Source: an optimization exercise on an open RTL-to-GDS flow (aim: small area, a short achievable clock period and few clock cycles per item). Production flows keep margins and buffers that such runs may drop. At most, simulation tests tie the RTL to the original design; equivalence was not proved.

==> flow/design.v (excerpt) <==
module line_escape_motion_controller (
	input  logic                                clk,
	input  logic                                arst_n,
	input  logic                                cfg_we,
	input  logic [0:0]                          cfg_index,
	input  logic [lemc_pkg::REG_W-1:0]          cfg_data,
	input  logic                                in_valid,
	output logic                                in_ready,
	input  logic                                on_line,
	input  logic                                front_level,
	input  logic                                back_level,
	input  logic                                right_level,
	input  logic                                left_level,
	input  logic signed [lemc_pkg::MOT_W-1:0]   move_x,
	input  logic signed [lemc_pkg::MOT_W-1:0]   move_y,
	input  logic [lemc_pkg::DIST_W-1:0]         ir_distance,
	output logic                                out_valid,
	input  logic                                out_ready,
	output logic signed [lemc_pkg::MOT_W-1:0]   drive_x,
	output logic signed [lemc_pkg::MOT_W-1:0]   drive_y
);
Settings: LEC_CHECK=0, CAP_MARGIN=20, CORE_MARGIN=2, CORE_UTILIZATION=40, SLEW_MARGIN=20; clock period 11.0 ns.
run.sh (not shown) runs the stock make flow with config.mk's settings and CLKGATE_MAP_FILE= SYNTH_SCRIPT=/design/flow/synth_recipe.tcl, a recipe that flattens the netlist after the stock synthesis.
Rerun with:
--- a/flow/design.v
+++ b/flow/design.v
@@ -145,32 +145,35 @@
 	end
 	assign front_a = (early_q && see_f_q && front_q < armed_q) ? armed_q : front_q;
 	assign back_a  = (early_q && see_b_q && back_q  < armed_q) ? armed_q : back_q;
 	assign right_a = (early_q && see_r_q && right_q < armed_q) ? armed_q : right_q;
 	assign left_a  = (early_q && see_l_q && left_q  < armed_q) ? armed_q : left_q;
 	logic signed [15:0] v_op;
 	logic [15:0] a_p, a_n, a_d, a_o, new_p, new_n;
 	logic [16:0] d;
-	logic signed [17:0] sub, e;
+	logic signed [17:0] sub, e, ad_s, d_s, k_s;
 	logic cond_p, cond_n, drain, ko, c1, c2;
 	logic signed [16:0] y5;
 	logic signed [15:0] y1, off_x, off_y;
 	assign v_op   = step_q ? x_q : y_q;
 	assign a_p    = step_q ? right_q : front_q;
 	assign a_n    = step_q ? left_q : back_q;
 	assign cond_p = (|a_p) && v_op[15];
 	assign cond_n = (|a_n) && !v_op[15] && (|v_op[14:0]);
 	assign drain  = cond_p || cond_n;
 	assign a_d    = cond_n ? a_n : a_p;
 	assign a_o    = cond_n ? a_p : a_n;
 	assign d      = step_q ? xr[16:0] : yr[16:0];
-	assign sub    = $signed({2'b00, a_d}) - $signed({1'b0, d});
-	assign e      = $signed({2'b00, a_d}) - $signed({2'b00, keep_q});
-	assign c1     = drain ? (e > $signed({1'b0, d})) : (e > 18'sd0);
+	assign ad_s   = {2'b00, a_d};
+	assign d_s    = {1'b0, d};
+	assign k_s    = {2'b00, keep_q};
+	assign sub    = ad_s - d_s;
+	assign e      = ad_s - k_s;
+	assign c1     = drain ? (e > d_s) : (e > 18'sd0);
 	assign c2     = a_o > keep_q;
 	assign ko     = c1 || c2;
 	assign new_p  = (near_q || (cond_p && sub[17])) ? 16'd0 : (cond_p ? sub[15:0] : a_p);
 	assign new_n  = (near_q || (cond_n && sub[17])) ? 16'd0 : (cond_n ? sub[15:0] : a_n);
 	assign y5    = 17'(y_q) + 17'(y_q >>> 2);
 	assign y1    = (y5[16] != y5[15]) ? {y5[16], {15{!y5[16]}}} : y5[15:0];
 	assign off_x = ko ? 16'sd0 : (drain ? yr[15:0] : x_q);
 	assign off_y = koy_q ? 16'sd0 : (drain ? (y_q >>> 1) : y_q);
=> Non-clock buffer count stays the same. Wire length does not change. Setup slack does not change.
Testbench counts after the change, summed over its fixed seeds: cycles 12,726, items 12,000.
No functional check of the RTL was part of the first run of this note.

--- another note on this design; it stands on its own ---

==> flow/design.v (excerpt) <==
module line_escape_motion_controller (
	input  logic                                clk,
	input  logic                                arst_n,
	input  logic                                cfg_we,
	input  logic [0:0]                          cfg_index,
	input  logic [lemc_pkg::REG_W-1:0]          cfg_data,
	input  logic                                in_valid,
	output logic                                in_ready,
	input  logic                                on_line,
	input  logic                                front_level,
	input  logic                                back_level,
	input  logic                                right_level,
	input  logic                                left_level,
	input  logic signed [lemc_pkg::MOT_W-1:0]   move_x,
	input  logic signed [lemc_pkg::MOT_W-1:0]   move_y,
	input  logic [lemc_pkg::DIST_W-1:0]         ir_distance,
	output logic                                out_valid,
	input  logic                                out_ready,
	output logic signed [lemc_pkg::MOT_W-1:0]   drive_x,
	output logic signed [lemc_pkg::MOT_W-1:0]   drive_y
);
	logic [15:0] armed_q, keep_q;
	logic [6:0]  ticks_q;
	logic [15:0] front_q, back_q, right_q, left_q;
	logic [15:0] front_d, back_d, right_d, left_d;
	logic        fnz_q, bnz_q, rnz_q, lnz_q;      
	logic        on_e_q, on_l_q, pa_q, da_q, pb_q, pb2_q;
	logic        damp_q, clr_q, near_q, koy_q, cp_q, cn_q;
	logic        xgt_q, ygt_q;                    
	logic        see_f_q, see_b_q, see_r_q, see_l_q;
	logic signed [15:0] x_q, y_q;
	logic signed [19:0] x13_q, y13_q;
	logic [16:0] d_q;
	logic        ov_q;
	logic signed [15:0] dx_q, dy_q;
	logic signed [15:0] res_x, res_y;
	logic vi, on, out_free, fire, accept, rdy, fb, amode, bmode, dstep;
	assign on       = on_e_q || on_l_q;
	assign vi       = on || pa_q || da_q || pb_q || pb2_q;
	assign out_free = !ov_q || out_ready;
	assign fire     = (on || pb2_q) && out_free;
  ...
Size: ~2,600 cells after synthesis, roughly 250 flip-flops, roughly 100 I/O pins, ~23,000 um2 of cells after synthesis.
==> flow/config.mk <==
export PLATFORM = sky130hd
export DESIGN_NAME = line_escape_motion_controller
export DESIGN_NICKNAME = line_escape_motion_controller
export VERILOG_FILES = /design/flow/design.v
export SDC_FILE = /design/flow/constraint.sdc
export NUM_CORES = 4
export LEC_CHECK = 0
export CAP_MARGIN = 20
export CORE_MARGIN = 2
export CORE_UTILIZATION = 55
export PLACE_DENSITY = 0.7
export SETUP_SLACK_MARGIN = 5
export SLEW_MARGIN = 20
==> flow/constraint.sdc <==
create_clock -name core_clock -period 11.0 [get_ports {clk}]
set_input_delay 2.2000 -clock core_clock [delete_from_list [all_inputs] [get_ports {clk}]]
set_output_delay 2.2000 -clock core_clock [all_outputs]
set_load 0.01 [all_outputs]
standard.sh (not shown) runs the stock make flow with config.mk's settings and CLKGATE_MAP_FILE= SYNTH_SCRIPT=/design/flow/synth_recipe.tcl, a recipe that flattens the netlist after the stock synthesis.
==> flow/flow/run.sh <==
#!/bin/bash
# The standard layout (the standard.sh make call: same synthesis and settings), with
# the port buffers that global placement inserts on every input and output made
# sky130_fd_sc_hd__buf_1 cells. make's output goes to make.log; each tool's full log is
# under orfs/logs.
set -euo pipefail
W=$(pwd)
cmd=$(grep '^make ' standard.sh | head -1)
eval "$cmd BUFFER_PORTS_ARGS='-buffer_cell sky130_fd_sc_hd__buf_1'" > make.log 2>&1
res=$(ls -d "$W"/orfs/results/*/line_escape_motion_controller/base)
: # left out here: write the final layout as DEF
The starting point finished clean.
Testbench counts at the start, summed over its fixed seeds: cycles 12,895, items 12,000.
Then changed:
- CTS_CLUSTER_DIAMETER: default -> 80
- CTS_CLUSTER_SIZE: default -> 30
Fmax hardly moves.
Die area stays the same.
Routed wire length stays flat.
Non-clock buffer count is unchanged.

## what the ideal ports hide
How much do the figures lean on ideal ports? The routed layouts below were timed once more, with nothing changed but the port constraints. Step 1 sets driving cells, clkbuf_16 on the clock port and buf_2 on the other inputs (assumed; they add their load-dependent delay and slew). Step 2 adds t to the input delays and takes it off the output delays; t is the mean of the earliest and latest rising clock arrival at the registers after step 1. Input paths then give back, and output paths get back, about the clock's delay inside the block. Three values: ideal ports, drivers, drivers and shift; two values: the first two.
run	t (ns)	setup slack, ns	worst hold slack (ns)	worst setup path at the end	cell pins on the clock port's net
the first run of note 1	0.649	1.879 / 1.879 / 1.879	0.508 / 0.508 / 0.508	register to register	1
the second run of note 1	0.649	1.879 / 1.879 / 1.879	0.508 / 0.508 / 0.508	register to register	1
the first run of note 2	0.644	5.152 / 5.129 / 4.727	0.508 / 0.508 / 0.508	input to register	1
the second run of note 2	0.624	5.138 / 5.115 / 4.728	0.509 / 0.509 / 0.509	input to register	1
After both steps setup and hold are still met in every run listed. For the first run of note 2, which loses most, drivers alone change the setup slack by -0.023 ns; drivers and shift together by -0.425 ns.
